What follows belongs to an exercise in optimizing a design on an open flow for small area, a short achievable clock period and few clock cycles per item; a production flow would make more cautious choices. Function was checked by simulation only, so behaviour that the tests miss may differ from the original. No activity file was given, so power comes from the tool's default toggle rates.

==> flow/design.v (outline; a module is shown in full before it is edited, if it fits) <==
// module fct_ha: 9 lines
// module fct_fa: 10 lines
// module fct_plane_dist: 6096 lines
// module frustum_containment_test_core: 157 lines
module frustum_containment_test_core (
  input  wire logic                    clk,
  input  wire logic                    rst,
  input  wire logic                    start,
  output      logic                    busy,
  input  wire logic [1:0]              kind,
  input  wire logic [2:0]              plane_index,
  input  wire fct_pkg::coord_t         coef_a,
  input  wire fct_pkg::coord_t         coef_b,
  input  wire fct_pkg::coord_t         coef_c,
  input  wire fct_pkg::coord_t         coef_d,
  input  wire fct_pkg::coord_t         pos_x,
  input  wire fct_pkg::coord_t         pos_y,
  input  wire fct_pkg::coord_t         pos_z,
  input  wire logic [fct_pkg::EXT_W-1:0] extent,
  output      logic                    done,
  output      logic                    inside_res
);
  // ...
==> flow/flow/run.sh <==
#!/bin/bash
set -euo pipefail
bash standard.sh SETUP_SLACK_MARGIN=7.4 finish > make_finish.log 2>&1
==> flow/standard.sh <==
#!/bin/bash
# synth_recipe.tcl (not shown) runs the flow's synth.tcl, then flattens the netlist and writes it again
# the make line also repeats each setting of config.mk as NAME=value (left out here)
make -C /OpenROAD-flow-scripts/flow DESIGN_CONFIG=/design/flow/config.mk WORK_HOME=/design/flow/orfs CLKGATE_MAP_FILE= SYNTH_SCRIPT=/design/flow/synth_recipe.tcl "${@:-finish}"
==> flow/config.mk <==
export PLATFORM = sky130hd
export DESIGN_NAME = frustum_containment_test_core
export DESIGN_NICKNAME = frustum_containment_test_core
export VERILOG_FILES = /design/flow/design.v
export SDC_FILE = /design/flow/constraint.sdc
export NUM_CORES = 4
export LEC_CHECK = 0
export ABC_AREA = 1
export CAP_MARGIN = 20
export CORE_MARGIN = 2
export CORE_UTILIZATION = 55
export PLACE_DENSITY = 0.7
export SETUP_SLACK_MARGIN = 5
export SLEW_MARGIN = 20
export SYNTH_HIERARCHICAL = 1
==> flow/constraint.sdc <==
create_clock -name core_clock -period 12.0 [get_ports {clk}]
set_input_delay 2.4000 -clock core_clock [delete_from_list [all_inputs] [get_ports {clk}]]
set_output_delay 2.4000 -clock core_clock [all_outputs]
set_load 0.01 [all_outputs]
==> summary.md, run 1 <==
| Metric | Value |
|---|---|
| Placed inst area | 528000 um^2 |
| Outcome | aborted with a tool error |
| Synth unique cells | 52 |
| Die H | 967 um |
| Mux share of post-synthesis cell area | 0 |
| Synth top cells by count | fa_1 (9715), a21oi_1 (9328), o22ai_1 (8634) |
| GPL Wtd Cong | 1.44 |
| Port bufs | 265 |
| Flop and latch count out of synthesis | 4748 |
| Synth Cell Area | 510000 um^2 |
| Post-synthesis sequential area ratio | 0.201 |
| # rows | 353 |
| Place WS | 6.47 ns |
| Starting Density | 0.552 |
| Stop stage | global routing (5_1_grt) |
| Post-Synthesis Cells | 55500 |
| H-tree depth | 6 |
| Die Width | 967 um |
| Xor/xnor share of the synthesized area | 0.00484 |
| Largest family of logic cells by synthesized area | adder cells |
| CTS Hold Bufs | 0 |
| CTS Buf Count | 587 |
| Pin count of the biggest net entering global routing | 129 |
| Post-CTS Setup Inserts | 176 |
| Ys flop type | dfxtp_1 |
| Stop Error | [ERROR GRT-0116] Global routing finished with congestion. Check the congestion regions in the DRC Viewer. |
| Yosys top cell by area | fa_1 |
| Synth top area cells | fa_1 (38%), dfxtp_1 (16%), o22ai_1 (11%), a21oi_1 (9.2%), nand2_1 (5.7%) |
| Clock Tree Root | clkbuf_16 |
| Syn Nets | 66900 |
| Post-synth top area share | 0.381 |
| Avg Cell Area, Syn | 9.19 um^2 |
| Worst-case clock buffer depth | 5 |
| Post-Synth Adder-Cell Area | 0.415 |
| Post-CTS sizing | 604 |
| Synth warn | 16 |
| Compound-gate portion of the synthesized area | 0.227 |
Testbench counts, summed over its fixed seeds: cycles 4,264, queries 3,840.
==> module frustum_containment_test_core, before the edit <==
module frustum_containment_test_core (
  input  wire logic                    clk,
  input  wire logic                    rst,
  input  wire logic                    start,
  output      logic                    busy,
  input  wire logic [1:0]              kind,
  input  wire logic [2:0]              plane_index,
  input  wire fct_pkg::coord_t         coef_a,
  input  wire fct_pkg::coord_t         coef_b,
  input  wire fct_pkg::coord_t         coef_c,
  input  wire fct_pkg::coord_t         coef_d,
  input  wire fct_pkg::coord_t         pos_x,
  input  wire fct_pkg::coord_t         pos_y,
  input  wire fct_pkg::coord_t         pos_z,
  input  wire logic [fct_pkg::EXT_W-1:0] extent,
  output      logic                    done,
  output      logic                    inside_res
);
  localparam int NUM_PLANES = fct_pkg::NUM_PLANES;
  logic accept;
  logic load_go;
  logic query_go;
  assign accept   = start && !busy;
  assign load_go  = accept && (kind == 2'd0) && (plane_index < 3'd6);
  assign query_go = accept && (kind != 2'd0);
  logic        ld_vld;
  logic [2:0]  ld_idx;
  logic [31:0] ld_a, ld_b, ld_c, ld_d;
  logic        q0_vld;
  logic [32:0] q0_x, q0_y, q0_z;
  logic [34:0] q0_x3, q0_y3, q0_z3;
  logic [32:0] q0_ec;
  logic [34:0] q0_ec3;
  logic [30:0] q0_es;
  logic        q0_sph;
  logic [34:0] in_x, in_y, in_z;
  logic [32:0] in_e;
  assign in_x = 35'(signed'(pos_x));
  assign in_y = 35'(signed'(pos_y));
  assign in_z = 35'(signed'(pos_z));
  assign in_e = {2'b00, extent};
  always_ff @(posedge clk) begin
    ld_idx <= plane_index;
    ld_a   <= coef_a;
    ld_b   <= coef_b;
    ld_c   <= coef_c;
    ld_d   <= coef_d;
    q0_x   <= in_x[32:0];
    q0_y   <= in_y[32:0];
    q0_z   <= in_z[32:0];
    q0_x3  <= in_x + {in_x[33:0], 1'b0};
    q0_y3  <= in_y + {in_y[33:0], 1'b0};
    q0_z3  <= in_z + {in_z[33:0], 1'b0};
    q0_ec  <= (kind == 2'd3) ? in_e : 33'd0;
    q0_ec3 <= (kind == 2'd3) ? ({2'b00, in_e} + {1'b0, in_e, 1'b0}) : 35'd0;
    q0_es  <= (kind == 2'd2) ? extent : 31'd0;
    q0_sph <= (kind == 2'd2) && (extent != 31'd0);
  end
  always_ff @(posedge clk) begin
    if (rst) begin
      ld_vld <= 1'b0;
      q0_vld <= 1'b0;
      busy   <= 1'b1;
    end else begin
      ld_vld <= load_go;
      q0_vld <= query_go;
      busy   <= 1'b0;
    end
  end
  logic [31:0] pa [NUM_PLANES];
  logic [31:0] pb [NUM_PLANES];
  logic [31:0] pc [NUM_PLANES];
  logic [31:0] pd [NUM_PLANES];
  logic [NUM_PLANES-1:0] plane_vld;
  always_ff @(posedge clk) begin
    for (int p = 0; p < NUM_PLANES; p++) begin
      if (ld_vld && (ld_idx == 3'(p))) begin
        pa[p] <= ld_a;
        pb[p] <= ld_b;
        pc[p] <= ld_c;
        pd[p] <= ld_d;
      end
    end
  end
  always_ff @(posedge clk) begin
    if (rst) begin
      plane_vld <= '0;
    end else if (ld_vld) begin
      plane_vld[ld_idx] <= 1'b1;
    end
  end
  logic [32:0] xp1, xm1, yp1, ym1, zp1, zm1;
  logic [34:0] xp3, xm3, yp3, ym3, zp3, zm3;
  assign xp1 = q0_x + q0_ec;
  assign xm1 = q0_x - q0_ec;
  assign yp1 = q0_y + q0_ec;
  assign ym1 = q0_y - q0_ec;
  assign zp1 = q0_z + q0_ec;
  assign zm1 = q0_z - q0_ec;
  assign xp3 = q0_x3 + q0_ec3;
  assign xm3 = q0_x3 - q0_ec3;
  assign yp3 = q0_y3 + q0_ec3;
  assign ym3 = q0_y3 - q0_ec3;
  assign zp3 = q0_z3 + q0_ec3;
  assign zm3 = q0_z3 - q0_ec3;
  logic        q1_vld;
  logic [30:0] es1;
  logic        sph1;
  always_ff @(posedge clk) begin
    es1  <= q0_es;
    sph1 <= q0_sph;
  end
  logic [NUM_PLANES-1:0] pass;
  for (genvar p = 0; p < NUM_PLANES; p++) begin : g_plane
    fct_plane_dist u_dist (
      .clk (clk),
      .ca  (pa[p]),
      .cb  (pb[p]),
      .cc  (pc[p]),
      .cd  (pd[p]),
      .xp1 (xp1),
      .xm1 (xm1),
      .xp3 (xp3),
      .xm3 (xm3),
      .yp1 (yp1),
      .ym1 (ym1),
      .yp3 (yp3),
      .ym3 (ym3),
      .zp1 (zp1),
      .zm1 (zm1),
      .zp3 (zp3),
      .zm3 (zm3),
      .es  (es1),
      .pass(pass[p])
    );
  end
  logic                  q2_vld;
  logic [NUM_PLANES-1:0] vld2;
  logic                  sph2;
  always_ff @(posedge clk) begin
    vld2 <= plane_vld;
    sph2 <= sph1;
  end
  always_ff @(posedge clk) begin
    if (rst) begin
      q1_vld     <= 1'b0;
      q2_vld     <= 1'b0;
      done       <= 1'b0;
      inside_res <= 1'b0;
    end else begin
      q1_vld     <= q0_vld;
      q2_vld     <= q1_vld;
      done       <= q2_vld;
      inside_res <= &(vld2 & pass | ~vld2 & {NUM_PLANES{sph2}});
    end
  end
endmodule
==> run 2: changes to the inputs <==
--- a/flow/design.v
+++ b/flow/design.v
@@ -44,16 +44,19 @@
   assign co = (a & b) | (ci & (a ^ b));
 endmodule
 module fct_plane_dist (
   input  wire logic        clk,
   input  wire logic [31:0] ca,
   input  wire logic [31:0] cb,
   input  wire logic [31:0] cc,
   input  wire logic [31:0] cd,
+  input  wire logic        sx,
+  input  wire logic        sy,
+  input  wire logic        sz,
   input  wire logic [32:0] xp1,
   input  wire logic [32:0] xm1,
   input  wire logic [34:0] xp3,
   input  wire logic [34:0] xm3,
   input  wire logic [32:0] yp1,
   input  wire logic [32:0] ym1,
   input  wire logic [34:0] yp3,
   input  wire logic [34:0] ym3,
@@ -66,22 +69,22 @@
 );
   logic [32:0] x1;
   logic [34:0] x3;
   logic [32:0] y1;
   logic [34:0] y3;
   logic [32:0] z1;
   logic [34:0] z3;
   always_ff @(posedge clk) begin
-    x1 <= ca[31] ? xm1 : xp1;
-    x3 <= ca[31] ? xm3 : xp3;
-    y1 <= cb[31] ? ym1 : yp1;
-    y3 <= cb[31] ? ym3 : yp3;
-    z1 <= cc[31] ? zm1 : zp1;
-    z3 <= cc[31] ? zm3 : zp3;
+    x1 <= sx ? xm1 : xp1;
+    x3 <= sx ? xm3 : xp3;
+    y1 <= sy ? ym1 : yp1;
+    y3 <= sy ? ym3 : yp3;
+    z1 <= sz ? zm1 : zp1;
+    z3 <= sz ? zm3 : zp3;
   end
   wire ca_s1_0 = ca[0] & ~ca[1];
   wire ca_s2_0 = ~ca[0] & ca[1];
   wire ca_s3_0 = ca[0] & ca[1];
   wire ca_r0_0 = ~((ca_s1_0 & x1[0]) | (ca_s3_0 & x3[0]));
   wire ca_r0_1 = ~((ca_s1_0 & x1[1]) | (ca_s2_0 & x1[0]) | (ca_s3_0 & x3[1]));
   wire ca_r0_2 = ~((ca_s1_0 & x1[2]) | (ca_s2_0 & x1[1]) | (ca_s3_0 & x3[2]));
   wire ca_r0_3 = ~((ca_s1_0 & x1[3]) | (ca_s2_0 & x1[2]) | (ca_s3_0 & x3[3]));
@@ -6132,17 +6135,19 @@
   fct_fa u_s3399 (.a(s3135), .b(c3266), .ci(s3267), .s(s3399), .co(c3400));
   wire s3401, c3402;
   fct_fa u_s3401 (.a(c3136), .b(c3268), .ci(s3269), .s(s3401), .co(c3402));
   wire s3403, c3404;
   fct_fa u_s3403 (.a(s3271), .b(c3138), .ci(c3270), .s(s3403), .co(c3404));
   wire [66:0] row0 = {c3272, s3403, s3401, s3399, s3397, s3395, s3393, s3391, s3389, s3387, s3385, s3383, s3381, s3379, s3377, s3375, s3373, s3371, s3369, s3367, s3365, s3363, s3361, s3359, s3357, s3355, s3353, s3351, s3349, s3347, s3345, s3343, s3341, s3339, s3337, s3335, s3333, s3331, s3329, s3327, s3325, s3323, s3321, s3319, s3317, s3315, s3313, s3311, s3309, s3307, s3305, s3303, s3301, s3299, s3297, s3295, s3293, s3291, s3289, s3287, s3285, s3283, s3281, s3279, s3277, s3275, r0_2};
   wire [66:0] row1 = {c3404, c3402, c3400, c3398, c3396, c3394, c3392, c3390, c3388, c3386, c3384, c3382, c3380, c3378, c3376, c3374, c3372, c3370, c3368, c3366, c3364, c3362, c3360, c3358, c3356, c3354, c3352, c3350, c3348, c3346, c3344, c3342, c3340, c3338, c3336, c3334, c3332, c3330, c3328, c3326, c3324, c3322, c3320, c3318, c3316, c3314, c3312, c3310, c3308, c3306, c3304, c3302, c3300, c3298, c3296, c3294, c3292, c3290, c3288, c3286, c3284, c3282, c3280, c3278, c3276, c3274, s3273};
   wire [66:0] msum = row0 + row1;
-  assign pass = msum[66];
+  always_ff @(posedge clk) begin
+    pass <= msum[66];
+  end
 endmodule
 module frustum_containment_test_core (
   input  wire logic                    clk,
   input  wire logic                    rst,
   input  wire logic                    start,
   output      logic                    busy,
   input  wire logic [1:0]              kind,
   input  wire logic [2:0]              plane_index,
@@ -6153,26 +6158,26 @@
   input  wire fct_pkg::coord_t         pos_x,
   input  wire fct_pkg::coord_t         pos_y,
   input  wire fct_pkg::coord_t         pos_z,
   input  wire logic [fct_pkg::EXT_W-1:0] extent,
   output      logic                    done,
   output      logic                    inside_res
 );
   localparam int NUM_PLANES = fct_pkg::NUM_PLANES;
+  localparam int NU = NUM_PLANES / 2;
   logic accept;
   logic load_go;
   logic query_go;
   assign accept   = start && !busy;
   assign load_go  = accept && (kind == 2'd0) && (plane_index < 3'd6);
   assign query_go = accept && (kind != 2'd0);
   logic        ld_vld;
   logic [2:0]  ld_idx;
   logic [31:0] ld_a, ld_b, ld_c, ld_d;
-  logic        q0_vld;
   logic [32:0] q0_x, q0_y, q0_z;
   logic [34:0] q0_x3, q0_y3, q0_z3;
   logic [32:0] q0_ec;
   logic [34:0] q0_ec3;
   logic [30:0] q0_es;
   logic        q0_sph;
   logic [34:0] in_x, in_y, in_z;
   logic [32:0] in_e;
@@ -6181,36 +6186,47 @@
   assign in_z = 35'(signed'(pos_z));
   assign in_e = {2'b00, extent};
   always_ff @(posedge clk) begin
     ld_idx <= plane_index;
     ld_a   <= coef_a;
     ld_b   <= coef_b;
     ld_c   <= coef_c;
     ld_d   <= coef_d;
-    q0_x   <= in_x[32:0];
-    q0_y   <= in_y[32:0];
-    q0_z   <= in_z[32:0];
-    q0_x3  <= in_x + {in_x[33:0], 1'b0};
-    q0_y3  <= in_y + {in_y[33:0], 1'b0};
-    q0_z3  <= in_z + {in_z[33:0], 1'b0};
-    q0_ec  <= (kind == 2'd3) ? in_e : 33'd0;
-    q0_ec3 <= (kind == 2'd3) ? ({2'b00, in_e} + {1'b0, in_e, 1'b0}) : 35'd0;
-    q0_es  <= (kind == 2'd2) ? extent : 31'd0;
-    q0_sph <= (kind == 2'd2) && (extent != 31'd0);
+    if (query_go) begin
+      q0_x   <= in_x[32:0];
+      q0_y   <= in_y[32:0];
+      q0_z   <= in_z[32:0];
+      q0_x3  <= in_x + {in_x[33:0], 1'b0};
+      q0_y3  <= in_y + {in_y[33:0], 1'b0};
+      q0_z3  <= in_z + {in_z[33:0], 1'b0};
+      q0_ec  <= (kind == 2'd3) ? in_e : 33'd0;
+      q0_ec3 <= (kind == 2'd3) ? ({2'b00, in_e} + {1'b0, in_e, 1'b0}) : 35'd0;
+      q0_es  <= (kind == 2'd2) ? extent : 31'd0;
+      q0_sph <= (kind == 2'd2) && (extent != 31'd0);
+    end
   end
+  logic qa, qb, qc, qd, qe;
   always_ff @(posedge clk) begin
     if (rst) begin
       ld_vld <= 1'b0;
-      q0_vld <= 1'b0;
       busy   <= 1'b1;
+      qa     <= 1'b0;
+      qb     <= 1'b0;
+      qc     <= 1'b0;
+      qd     <= 1'b0;
+      qe     <= 1'b0;
     end else begin
       ld_vld <= load_go;
-      q0_vld <= query_go;
-      busy   <= 1'b0;
+      busy   <= query_go;
+      qa     <= query_go;
+      qb     <= qa;
+      qc     <= qb;
+      qd     <= qc;
+      qe     <= qd;
     end
   end
   logic [31:0] pa [NUM_PLANES];
   logic [31:0] pb [NUM_PLANES];
   logic [31:0] pc [NUM_PLANES];
   logic [31:0] pd [NUM_PLANES];
   logic [NUM_PLANES-1:0] plane_vld;
   always_ff @(posedge clk) begin
@@ -6239,61 +6255,64 @@
   assign zp1 = q0_z + q0_ec;
   assign zm1 = q0_z - q0_ec;
   assign xp3 = q0_x3 + q0_ec3;
   assign xm3 = q0_x3 - q0_ec3;
   assign yp3 = q0_y3 + q0_ec3;
   assign ym3 = q0_y3 - q0_ec3;
   assign zp3 = q0_z3 + q0_ec3;
   assign zm3 = q0_z3 - q0_ec3;
-  logic        q1_vld;
   logic [30:0] es1;
-  logic        sph1;
   always_ff @(posedge clk) begin
-    es1  <= q0_es;
-    sph1 <= q0_sph;
+    es1 <= q0_es;
   end
-  logic [NUM_PLANES-1:0] pass;
-  for (genvar p = 0; p < NUM_PLANES; p++) begin : g_plane
+  logic [NU-1:0] pass;
+  for (genvar u = 0; u < NU; u++) begin : g_plane
     fct_plane_dist u_dist (
       .clk (clk),
-      .ca  (pa[p]),
-      .cb  (pb[p]),
-      .cc  (pc[p]),
-      .cd  (pd[p]),
+      .ca  (qc ? pa[u+NU] : pa[u]),
+      .cb  (qc ? pb[u+NU] : pb[u]),
+      .cc  (qc ? pc[u+NU] : pc[u]),
+      .cd  (qc ? pd[u+NU] : pd[u]),
+      .sx  (qb ? pa[u+NU][31] : pa[u][31]),
+      .sy  (qb ? pb[u+NU][31] : pb[u][31]),
+      .sz  (qb ? pc[u+NU][31] : pc[u][31]),
       .xp1 (xp1),
       .xm1 (xm1),
       .xp3 (xp3),
       .xm3 (xm3),
       .yp1 (yp1),
       .ym1 (ym1),
       .yp3 (yp3),
       .ym3 (ym3),
       .zp1 (zp1),
       .zm1 (zm1),
       .zp3 (zp3),
       .zm3 (zm3),
       .es  (es1),
-      .pass(pass[p])
+      .pass(pass[u])
     );
   end
-  logic                  q2_vld;
-  logic [NUM_PLANES-1:0] vld2;
-  logic                  sph2;
+  logic [NUM_PLANES-1:0] vld1, vld2, vld3, vld4;
+  logic                  sph1, sph2, sph3, sph4;
+  logic                  acc;
   always_ff @(posedge clk) begin
-    vld2 <= plane_vld;
+    vld1 <= plane_vld;
+    sph1 <= q0_sph;
+    vld2 <= vld1;
     sph2 <= sph1;
+    vld3 <= vld2;
+    sph3 <= sph2;
+    vld4 <= vld3;
+    sph4 <= sph3;
+    acc  <= &(vld3[NU-1:0] & pass | ~vld3[NU-1:0] & {NU{sph3}});
   end
   always_ff @(posedge clk) begin
     if (rst) begin
-      q1_vld     <= 1'b0;
-      q2_vld     <= 1'b0;
       done       <= 1'b0;
       inside_res <= 1'b0;
     end else begin
-      q1_vld     <= q0_vld;
-      q2_vld     <= q1_vld;
-      done       <= q2_vld;
-      inside_res <= &(vld2 & pass | ~vld2 & {NUM_PLANES{sph2}});
+      done       <= qe;
+      inside_res <= acc & (&(vld4[NUM_PLANES-1:NU] & pass | ~vld4[NUM_PLANES-1:NU] & {NU{sph4}}));
     end
   end
 endmodule
 `default_nettype wire
==> flow/flow/run.sh (replaced) <==
#!/bin/bash
set -euo pipefail
bash standard.sh SETUP_SLACK_MARGIN=7.4 "BUFFER_PORTS_ARGS=-buffer_cell sky130_fd_sc_hd__buf_2" finish > make_finish.log 2>&1
==> flow/config.mk (replaced) <==
export PLATFORM = sky130hd
export DESIGN_NAME = frustum_containment_test_core
export DESIGN_NICKNAME = frustum_containment_test_core
export VERILOG_FILES = /design/flow/design.v
export SDC_FILE = /design/flow/constraint.sdc
export NUM_CORES = 4
export LEC_CHECK = 0
export ABC_AREA = 1
export CAP_MARGIN = 20
export CORE_MARGIN = 2
export CORE_UTILIZATION = 33
export PLACE_DENSITY = 0.5
export SETUP_SLACK_MARGIN = 5
export SLEW_MARGIN = 20
export SYNTH_HIERARCHICAL = 1
==> run 2 against run 1 <==
The flow again stops in global routing (5_1_grt). Synthesized cell count down 43%. Area after synthesis down 42%.
==> summary.md, run 2 <==
| Metric | Value |
|---|---|
| Pin count of the biggest net entering global routing | 153 |
| Hpwl dp | 1910000 um (was 2840000 um) |
| Post-Synthesis Cells | 31700 (was 55500) |
| H-tree depth | 5 (was 6) |
| Worst-case clock buffer depth | 5 (unchanged) |
| GPL Wtd Cong | 1.15 (was 1.44) |
| Post-synth EDFFs | 1055 (was 768) |
| Clk sink count | 3016 (was 4748) |
| Clock Tree Root | clkbuf_16 (unchanged) |
| Synth warn | 12 (was 16) |
| Post-synth top area share | 0.329 (was 0.381) |
| Ys flop type | dfxtp_1 (unchanged) |
| Cells after DPL | 42300 (was 65000) |
| CTS Hold Bufs | 0 (unchanged) |
| Post-synthesis sequential area ratio | 0.240 (was 0.201) |
| # rows | 347 (was 353) |
| Synth top area cells | fa_1 (33%), dfxtp_1 (13%), edfxtp_1 (11%), o22ai_1 (9.1%), a21oi_1 (8.4%) (was fa_1 (38%), dfxtp_1 (16%), o22ai_1 (11%), a21oi_1 (9.2%), nand2_1 (5.7%)) |
| Syn Nets | 37800 (was 66900) |
| Outcome | aborted with a tool error (unchanged) |
| Yosys top cell by area | fa_1 (unchanged) |
| Synth Cell Area | 296000 um^2 (was 510000 um^2) |
| Placed inst area | 311000 um^2 (was 528000 um^2) |
| Synth top cells by count | a21oi_1 (4979), fa_1 (4867), o22ai_1 (4320) (was fa_1 (9715), a21oi_1 (9328), o22ai_1 (8634)) |
| Die Width | 951 um (was 967 um) |
| I/O pin count | 266 (unchanged) |
| Flop and latch count out of synthesis | 3016 (was 4748) |
| CTS Buf Count | 388 (was 587) |
| Top-count cell post-synth | a21oi_1 (was fa_1) |
| Starting Density | 0.331 (was 0.552) |
| Die H | 951 um (was 967 um) |
| Avg Cell Area, Syn | 9.34 um^2 (was 9.19 um^2) |
| Place WS | 4.79 ns (was 6.47 ns) |
| Synth unique cells | 54 (was 52) |
| Post-synth ARST share | 0 (unchanged) |
| Stop Error | [ERROR GRT-0232] Routing congestion too high. Check the congestion heatmap in the GUI. (was [ERROR GRT-0116] Global routing finished with congestion. Check the congestion regions in the DRC Viewer.) |
| Stop stage | global routing (5_1_grt) (unchanged) |
| Port bufs | 265 (unchanged) |
-- run 2: cell count changes after synthesis, sizes merged, moves of 433 or more --
cell	before	now
dfxtp	3980	1961
inv	4098	2518
nand2	7806	4239
fa	9715	4867
o22ai	8634	4320
a21oi	9334	4989
mux2	0	612
buf	3427	1428
clkbuf	1882	1323
ha	1389	956
-- run 2: cell families after synthesis --
family                     count (synthesis)  share of synthesized area
buffers and inverters                   5275                     0.0713
and+or+nand+nor                         6124                     0.0821
adders and majority gates               5823                      0.370
xor gates and xnor gates                 277                    0.00819
DFF                                     3016                      0.240
muxes                                    612                     0.0233
AOI/OAI and AO/OA                      10600                      0.206
-- run 2: power groups by stage --
stage	clock, mW	sequential [mW]	combinational [mW]
floorplan	0	14.6	34.4
global placement	0	15.7	62.3
detailed placement	0	15.7	62.4
CTS	12.5	15.5	66.9
-- run 2: worst max-delay path by stage --
stage | slack, ns | cells after the start | to
CTS | 6.76 | 19 | g_plane[1].u_dist.r35_2$_DFF_P_
floorplan | 4.70 | 4 | q0_ec3[10]$_SDFFCE_PP0P_
global placement | 4.77 | 14 | g_plane[0].u_dist.r45_2$_DFF_P_
detailed placement | 4.79 | 14 | g_plane[0].u_dist.r45_2$_DFF_P_
-- run 2: through the flow --
stage	hold WS (ns)	utilization
CTS	0.298	0.429
detailed placement	0.312	0.348
global placement	0.311	0.348
floorplan	0.310	-
-- run 2: timing repair --
item | in CTS
pin swaps | 1806
setup endpoints to repair | 1008
resized for setup | 7624
buffers inserted | 1627
cloned | 461
-- run 2: Yosys stat by module (local to each module, per instance) --
module / flip-flops and latches / cells inside / cell area (um^2) / times used
fct_plane_dist: 586 / 5795 / 40500 / 3
fct_fa: 0 / 1 / 20.0 / 4854
fct_ha: 0 / 1 / 12.5 / 141
frustum_containment_test_core: 1258 / 9329 / 75500 / 1
Testbench counts of run 2, summed over its fixed seeds: cycles 8,112, queries 3,840.
==> run 3: changes to the inputs <==
--- a/flow/config.mk
+++ b/flow/config.mk
@@ -8,6 +8,8 @@
 export ABC_AREA = 1
 export CAP_MARGIN = 20
+export CELL_PAD_IN_SITES_DETAIL_PLACEMENT = 1
+export CELL_PAD_IN_SITES_GLOBAL_PLACEMENT = 1
 export CORE_MARGIN = 2
-export CORE_UTILIZATION = 33
+export CORE_UTILIZATION = 30
 export PLACE_DENSITY = 0.5
 export SETUP_SLACK_MARGIN = 5
==> run 3 against run 2 <==
The run again fails in global routing (5_1_grt). Synthesized cell count is the same. Area after synthesis is the same.
==> summary.md, run 3 <==
| Metric | Value |
|---|---|
| Outcome | aborted with a tool error (unchanged) |
| Stop stage | global routing (5_1_grt) (unchanged) |
| Stop Error | [ERROR GRT-0232] Routing congestion too high. Check the congestion heatmap in the GUI. (unchanged) |
| Synth top cells by count | a21oi_1 (4979), fa_1 (4867), o22ai_1 (4320) (unchanged) |
| Synth unique cells | 54 (unchanged) |
| Top-count cell post-synth | a21oi_1 (unchanged) |
| # rows | 364 (was 347) |
| Clock Tree Root | clkbuf_16 (unchanged) |
| Yosys top cell by area | fa_1 (unchanged) |
| CTS Hold Bufs | 0 (unchanged) |
| Starting Density | 0.301 (was 0.331) |
| Post-synth top area share | 0.329 (unchanged) |
| Port bufs | 265 (unchanged) |
| Place WS | 4.76 ns (was 4.79 ns) |
| Ys flop type | dfxtp_1 (unchanged) |
| Pin count of the biggest net entering global routing | 170 |
| GPL Wtd Cong | 1.14 (was 1.15) |
| Post-synthesis sequential area ratio | 0.240 (unchanged) |
| I/O pin count | 266 (unchanged) |
| Syn Nets | 37800 (unchanged) |
| CTS Buf Count | 393 (was 388) |
| Die H | 997 um (was 951 um) |
| Synth warn | 12 (unchanged) |
| Flop and latch count out of synthesis | 3016 (unchanged) |
| Post-synth EDFFs | 1055 (unchanged) |
| Die Width | 997 um (was 951 um) |
| H-tree depth | 5 (unchanged) |
| Worst-case clock buffer depth | 5 (unchanged) |
| Synth top area cells | fa_1 (33%), dfxtp_1 (13%), edfxtp_1 (11%), o22ai_1 (9.1%), a21oi_1 (8.4%) (unchanged) |
| Hpwl dp | 2070000 um (was 1910000 um) |
| Post-synth ARST share | 0 (unchanged) |
| Post-Synthesis Cells | 31700 (unchanged) |
| Synth Cell Area | 296000 um^2 (unchanged) |
| Avg Cell Area, Syn | 9.34 um^2 (unchanged) |
| Clk sink count | 3016 (unchanged) |
[run 3: cell counts after synthesis]
Identical to the previous run, type by type.
[run 3: cell families after synthesis]
logic type               synth area share
AO/OA/AOI/OAI                       0.206
multiplexers                       0.0233
buffers and inverters              0.0713
AND/OR/NAND/NOR                    0.0821
adder cells (fa/ha/maj)             0.370
XOR/XNOR                          0.00819
flip-flops                          0.240
[run 3: how the worst min path moves through the flow]
stage,from,endpoint,cells after the start
after floorplan,sph1$_DFF_P_,sph2$_DFF_P_,0
after global placement,vld1[1]$_DFF_P_,vld2[1]$_DFF_P_,0
after detailed placement,vld2[3]$_DFF_P_,vld3[3]$_DFF_P_,0
after CTS,vld2[0]$_DFF_P_,vld3[0]$_DFF_P_,0
[run 3: what timing repair did]
action | in CTS
gates cloned | 403
setup endpoints to repair | 1057
setup buffers | 1664
resized for setup | 8006
pin swaps | 1860
[run 3: power by group through the flow]
| stage | clock (mW) | combinational, mW | sequential, mW |
|---|---|---|---|
| after floorplan | 0 | 34.4 | 14.6 |
| after global placement | 0 | 65.0 | 15.7 |
| after detailed placement | 0 | 65.4 | 15.7 |
| after CTS | 13.0 | 71.0 | 15.5 |
[run 3: modules after synthesis, one instance, submodules excluded]
module,cells inside,times used
frustum_containment_test_core,9329,1
fct_plane_dist,5795,3
fct_fa,1,4854
fct_ha,1,141
[run 3: stage by stage]
| step | cell area, um^2 | hold WS [ns] | power (mW) | utilization | instances |
|---|---|---|---|---|---|
| after floorplan | 296000 | 0.310 | 48.9 | - | 31700 |
| after global placement | 314000 | 0.311 | 80.7 | 0.320 | 43700 |
| after CTS | 387000 | 0.318 | 99.5 | 0.393 | 46500 |
| after detailed placement | 315000 | 0.313 | 81.1 | 0.320 | 43700 |
==> run 4: changes to the inputs <==
--- a/flow/design.v
+++ b/flow/design.v
@@ -6164,5 +6164,4 @@
 );
   localparam int NUM_PLANES = fct_pkg::NUM_PLANES;
-  localparam int NU = NUM_PLANES / 2;
   logic accept;
   logic load_go;
@@ -6205,22 +6204,14 @@
     end
   end
-  logic qa, qb, qc, qd, qe;
+  logic [NUM_PLANES+2:0] t;
   always_ff @(posedge clk) begin
     if (rst) begin
       ld_vld <= 1'b0;
       busy   <= 1'b1;
-      qa     <= 1'b0;
-      qb     <= 1'b0;
-      qc     <= 1'b0;
-      qd     <= 1'b0;
-      qe     <= 1'b0;
+      t      <= '0;
     end else begin
       ld_vld <= load_go;
-      busy   <= query_go;
-      qa     <= query_go;
-      qb     <= qa;
-      qc     <= qb;
-      qd     <= qc;
-      qe     <= qd;
+      busy   <= query_go || (|t[NUM_PLANES-3:0]);
+      t      <= {t[NUM_PLANES+1:0], query_go};
     end
   end
@@ -6265,44 +6256,78 @@
     es1 <= q0_es;
   end
-  logic [NU-1:0] pass;
-  for (genvar u = 0; u < NU; u++) begin : g_plane
-    fct_plane_dist u_dist (
-      .clk (clk),
-      .ca  (qc ? pa[u+NU] : pa[u]),
-      .cb  (qc ? pb[u+NU] : pb[u]),
-      .cc  (qc ? pc[u+NU] : pc[u]),
-      .cd  (qc ? pd[u+NU] : pd[u]),
-      .sx  (qb ? pa[u+NU][31] : pa[u][31]),
-      .sy  (qb ? pb[u+NU][31] : pb[u][31]),
-      .sz  (qb ? pc[u+NU][31] : pc[u][31]),
-      .xp1 (xp1),
-      .xm1 (xm1),
-      .xp3 (xp3),
-      .xm3 (xm3),
-      .yp1 (yp1),
-      .ym1 (ym1),
-      .yp3 (yp3),
-      .ym3 (ym3),
-      .zp1 (zp1),
-      .zm1 (zm1),
-      .zp3 (zp3),
-      .zm3 (zm3),
-      .es  (es1),
-      .pass(pass[u])
-    );
+  logic [31:0] ca, cb, cc, cd;
+  logic        sx, sy, sz;
+  logic        pass;
+  always_comb begin
+    ca = pa[0];
+    cb = pb[0];
+    cc = pc[0];
+    cd = pd[0];
+    sx = pa[0][31];
+    sy = pb[0][31];
+    sz = pc[0][31];
+    for (int k = 1; k < NUM_PLANES; k++) begin
+      if (t[k+1]) begin
+        ca = pa[k];
+        cb = pb[k];
+        cc = pc[k];
+        cd = pd[k];
+      end
+      if (t[k]) begin
+        sx = pa[k][31];
+        sy = pb[k][31];
+        sz = pc[k][31];
+      end
+    end
   end
-  logic [NUM_PLANES-1:0] vld1, vld2, vld3, vld4;
-  logic                  sph1, sph2, sph3, sph4;
+  fct_plane_dist u_dist (
+    .clk (clk),
+    .ca  (ca),
+    .cb  (cb),
+    .cc  (cc),
+    .cd  (cd),
+    .sx  (sx),
+    .sy  (sy),
+    .sz  (sz),
+    .xp1 (xp1),
+    .xm1 (xm1),
+    .xp3 (xp3),
+    .xm3 (xm3),
+    .yp1 (yp1),
+    .ym1 (ym1),
+    .yp3 (yp3),
+    .ym3 (ym3),
+    .zp1 (zp1),
+    .zm1 (zm1),
+    .zp3 (zp3),
+    .zm3 (zm3),
+    .es  (es1),
+    .pass(pass)
+  );
+  logic [NUM_PLANES-1:0] vq [NUM_PLANES+3];
+  logic                  sq [NUM_PLANES+3];
   logic                  acc;
+  logic [NUM_PLANES-1:0] vnow;
+  logic                  snow;
+  logic                  adj;
+  int                    kk;
+  always_ff @(posedge clk) begin
+    vq[0] <= plane_vld;
+    sq[0] <= q0_sph;
+    for (int j = 1; j < NUM_PLANES + 3; j++) begin
+      vq[j] <= vq[j-1];
+      sq[j] <= sq[j-1];
+    end
+  end
+  always_comb begin
+    adj = 1'b1;
+    for (int k = 0; k < NUM_PLANES; k++) begin
+      if (t[k+3]) begin
+        adj = vq[k+2][k] ? pass : sq[k+2];
+      end
+    end
+  end
   always_ff @(posedge clk) begin
-    vld1 <= plane_vld;
-    sph1 <= q0_sph;
-    vld2 <= vld1;
-    sph2 <= sph1;
-    vld3 <= vld2;
-    sph3 <= sph2;
-    vld4 <= vld3;
-    sph4 <= sph3;
-    acc  <= &(vld3[NU-1:0] & pass | ~vld3[NU-1:0] & {NU{sph3}});
+    acc <= (t[3] ? 1'b1 : acc) & adj;
   end
   always_ff @(posedge clk) begin
@@ -6311,6 +6336,6 @@
       inside_res <= 1'b0;
     end else begin
-      done       <= qe;
-      inside_res <= acc & (&(vld4[NUM_PLANES-1:NU] & pass | ~vld4[NUM_PLANES-1:NU] & {NU{sph4}}));
+      done       <= t[NUM_PLANES+2];
+      inside_res <= acc & adj;
     end
   end
==> flow/run.sh (new file) <==
#!/bin/bash
# synth_recipe.tcl (not shown) runs the flow's synth.tcl, then flattens the netlist and writes it again
# the make line also repeats each setting of config.mk as NAME=value (left out here)
make -C /OpenROAD-flow-scripts/flow DESIGN_CONFIG=/design/flow/config.mk WORK_HOME=/design/flow/orfs CLKGATE_MAP_FILE= SYNTH_SCRIPT=/design/flow/synth_recipe.tcl finish
--- a/flow/config.mk
+++ b/flow/config.mk
@@ -8,9 +8,7 @@
 export ABC_AREA = 1
 export CAP_MARGIN = 20
-export CELL_PAD_IN_SITES_DETAIL_PLACEMENT = 1
-export CELL_PAD_IN_SITES_GLOBAL_PLACEMENT = 1
 export CORE_MARGIN = 2
-export CORE_UTILIZATION = 30
-export PLACE_DENSITY = 0.5
+export CORE_UTILIZATION = 25
+export PLACE_DENSITY = 0.45
 export SETUP_SLACK_MARGIN = 5
 export SLEW_MARGIN = 20
removed: flow/flow/run.sh
removed: flow/standard.sh
==> run 4 against run 3 <==
Synthesized cell count fell by 46%. Now fails the layout checks on antenna violations. Area after synthesis fell by 49%.
==> summary.md, run 4 <==
| Metric | Value |
|---|---|
| Leak Pwr | 65.8 nW |
| Cell Pwr Density | 251 nW/um^2 |
| Final Cycle Share | 0.587 |
| Initial antenna violation count | 139 |
| Fin crit period | 7.04 ns |
| Die Width | 782 um (was 997 um) |
| Antenna Nets Post-Route | 4 |
| Commonest non-fill, non-tap cell in the layout | nand2_1 |
| Port bufs | 265 (unchanged) |
| Area Overhead vs Synth | 13.6% |
| Synth unique cells | 50 (was 54) |
| # setup viols final | 0 |
| # rows | 285 (was 364) |
| GRT Total Usage | 0.325 |
| SO Viols | antenna violations |
| Hold Path Origin | vq[4][5]$_DFF_P_ |
| Startpoint Class | flip-flop |
| Most frequent cells in the layout | nand2_1 (2890), a21oi_1 (2320), fa_1 (1628) |
| Hold crit path type | reg2reg |
| Critical path required time | 12.81 ns |
| Fin util | 0.285 |
| Worst-case clock buffer depth | 4 (was 5) |
| Hold Slack | 0.325 ns |
| Relative slew slack | 0.0765 |
| DRC | 0 |
| 1st-iter DRT viols | 23700 |
| Critical R2R Capture | u_dist.r43_0$_DFF_P_ |
| Synth top cells by count | nand2_1 (2920), a21oi_1 (2336), fa_1 (1628) (was a21oi_1 (4979), fa_1 (4867), o22ai_1 (4320)) |
| Post-Synthesis Cells | 17000 (was 31700) |
| Via count | 151000 |
| Yosys top cell by area | fa_1 (unchanged) |
| Register share of total power | 0.202 |
| R2r worst-path depth | 17 |
| Worst-Skew Late Latency | 1.07 ns |
| Clock transition at path regs | 0.06 ns |
| Outcome | failed layout checks (was aborted with a tool error) |
| Post-synth top area share | 0.215 (was 0.329) |
| Clk sink count | 1864 (was 3016) |
| Hpwl dp | 754000 um (was 2070000 um) |
| GPL Wtd Cong | 1.11 (was 1.14) |
| Nets | 19500 |
| Vias/cell | 5.96 |
| Min-Delay Endpoint | vq[5][5]$_DFF_P_ |
| Total die area | 612000 um^2 |
| Tot Pwr | 43.1 mW |
| Fin cells | 25300 |
| Sum Neg Setup Slack | 0 ns |
| Place WS | 4.88 ns (was 4.76 ns) |
| Placed inst area | 163000 um^2 (was 315000 um^2) |
| Post-synth ARST share | 0 (unchanged) |
| Vias in the first global route | 140000 |
| Hold Violations, Final | 0 |
| Flop and latch count out of synthesis | 1864 (was 3016) |
| Synth warn | 14 (was 12) |
| H-tree depth | 4 (was 5) |
| Setup CP Type | reg2reg |
| RSZ-0062 raised after global routing | yes |
| Ys flop type | edfxtp_1 (was dfxtp_1) |
| Synth top area cells | fa_1 (22%), edfxtp_1 (21%), dfxtp_1 (11%), a21oi_1 (7.7%), nand2_1 (7.2%) (was fa_1 (33%), dfxtp_1 (13%), edfxtp_1 (11%), o22ai_1 (9.1%), a21oi_1 (8.4%)) |
| WL final | 1030000 um |
| Synth Cell Area | 151000 um^2 (was 296000 um^2) |
| Max Slew Vio Count | 0 |
| Die H | 782 um (was 997 um) |
| Crit Path Max Fanout | 78 |
| Fmax | 0.142 GHz |
| Post-synthesis sequential area ratio | 0.316 (was 0.240) |
| Combinational group share of total power | 0.632 |
| CP Data Arrival Time | 7.85 ns |
| Worst R2R Start | t[2]$_SDFF_PP0_ |
| VDD IR max | 0.363 mV |
| CTS Buf Count | 224 (was 393) |
| Clk pwr share | 0.166 |
| DR WL/cell | 40.6 um |
| Slew @ Worst Pin | 1.39 ns |
| Pin count of the biggest net entering global routing | 129 |
| TritonCTS clock tree | done |
| Post-route cell area | 172000 um^2 |
| Max capacitance violation total | 0 |
| Final worst slack | 4.96 ns |
| Final global-route overflow total | 0 |
| Clock Tree Root | clkbuf_16 (unchanged) |
| Worst hold stages | 0 |
| Global-route wire length before repair | 1340000 um |
| Avg Cell Area, Syn | 8.89 um^2 (was 9.34 um^2) |
| Cell-internal power | 21.8 mW |
| Crit. End Element | flip-flop |
| Drt first pass iters | 15 |
| NetSw | 21.3 mW |
| Layout Skew | 0.164 ns |
| I/O pin count | 266 (unchanged) |
| Cells after DPL | 24700 (was 43700) |
| R2r setup slk | 4.96 ns |
| Post-synth EDFFs | 1055 (unchanged) |
| Layout cells sized above 1 | 0.0846 |
| Switching share of power | 0.495 |
| Syn Nets | 19600 (was 37800) |
| Core area | 603000 um^2 |
| Top-count cell post-synth | nand2_1 (was a21oi_1) |
| Starting Density | 0.251 (was 0.301) |
-- run 4: cell type report --
cell class,instances,area (um^2)
fillers,64400,431000
flip-flops and latches,1864,48000
well taps,8036,10100
clock buffers,304,6290
clock inverters,116,1300
repair buffers,753,6500
diodes,203,508
multi-input cells,12400,93100
inverters,1620,6150
-- run 4: worst max-delay path by stage --
stage	start	endpoint	slack (ns)	depth (start not counted)
finish	t[2]$_SDFF_PP0_	u_dist.r43_0$_DFF_P_	4.96	17
global route	t[3]$_SDFF_PP0_	u_dist.r47_2$_DFF_P_	4.86	19
CTS	t[3]$_SDFF_PP0_	u_dist.r40_2$_DFF_P_	4.96	17
detailed placement	t[3]$_SDFF_PP0_	u_dist.r40_2$_DFF_P_	4.88	15
global placement	t[2]$_SDFF_PP0_	u_dist.r34_2$_DFF_P_	4.65	17
floorplan	kind[1]	q0_ec3[10]$_SDFFCE_PP0P_	4.70	4
-- run 4: worst max-delay path, cell delays in order (launching register included) --
cell and delay, ns:
dfxtp_4 0.37, buf_12 0.37, nor2_1 0.19, inv_2 0.24
buf_4 0.36, o221ai_1 0.16, nand2_1 0.08, nand2_1 0.04
a21oi_1 0.42, inv_2 0.09, nand2_2 0.36, buf_4 0.52
a21oi_1 0.32, a31oi_1 0.86, fa_1 0.63, fa_1 0.56
fa_1 0.68, fa_1 0.45
-- run 4: modules after synthesis, one instance, submodules excluded --
| module | flops+latches | times used | cells inside |
|---|---|---|---|
| fct_plane_dist | 586 | 1 | 5795 |
| frustum_containment_test_core | 1278 | 1 | 9570 |
| fct_fa | 0 | 1618 | 1 |
| fct_ha | 0 | 47 | 1 |
-- run 4: power by group through the flow --
| stage | Clock [mW] | Combinational [mW] | Sequential (mW) |
|---|---|---|---|
| after CTS | 7.28 | 25.8 | 8.65 |
| after global routing | 7.51 | 28.8 | 8.73 |
| after global placement | 0 | 25.4 | 8.78 |
| after floorplan | 0 | 14.3 | 8.41 |
| after detailed placement | 0 | 25.5 | 8.77 |
| final | 7.15 | 27.2 | 8.68 |
-- run 4: per-layer routing --
| layer | vias to the layer above | wire, um | GRT usage |
|---|---|---|---|
| li1 | 58400 | - | - |
| met1 | 75200 | 398000 | 0.394 |
| met2 | 13100 | 395000 | 0.441 |
| met3 | 4188 | 141000 | 0.173 |
| met4 | 91 | 88600 | 0.204 |
| met5 | - | 4210 | 0.0458 |
-- run 4: cells by family (layout without fill, tap and decap cells) --
family | after synthesis | after routing | synth area share
and+or+nand+nor | 4904 | 4904 | 0.131
other | 0 | 203 | 0
AOI/OAI and AO/OA | 4770 | 4770 | 0.180
buffers and inverters | 2731 | 2793 | 0.0723
adders and majority gates | 2300 | 2300 | 0.271
DFF | 1864 | 1864 | 0.316
muxes | 204 | 204 | 0.0152
xor gates and xnor gates | 257 | 257 | 0.0149
-- run 4: repair_timing --
item                                    4_1_cts  5_1_grt
endpoints found under the setup margin       26       90
pin swaps                                     0        3
buffers inserted                              0        6
hold buffers                                  0        0
resized for setup                            10       28
Testbench counts of run 4, summed over its fixed seeds: cycles 23,472, queries 3,840.

==> afterwards: timing with drivers on the ports <==
How much do the figures lean on ideal ports? The routed layout below was timed once more, with nothing changed but the port constraints.
Step 1 (the two cells are an assumption about what drives the block):
set clk [get_ports {clk}]
set_driving_cell -lib_cell sky130_fd_sc_hd__clkbuf_16 $clk
set_driving_cell -lib_cell sky130_fd_sc_hd__buf_2 [delete_from_list [all_inputs] $clk]
Step 2 moves the port delays by t, midway between the first and last clock arrival at a register: inputs arrive t later, outputs are due t later. That takes back most of the time a late clock gives input paths.
Slacks: no drivers / after step 1 / after step 2; pairs: no drivers / after step 1.
run: run 4
t (ns): 1.107
slack for setup (ns): 4.962 / 4.962 / 4.962
worst data-port slew with drivers (ns): 0.11
For run 4, drivers alone change the setup slack by 0.000 ns; drivers and shift together by 0.000 ns.
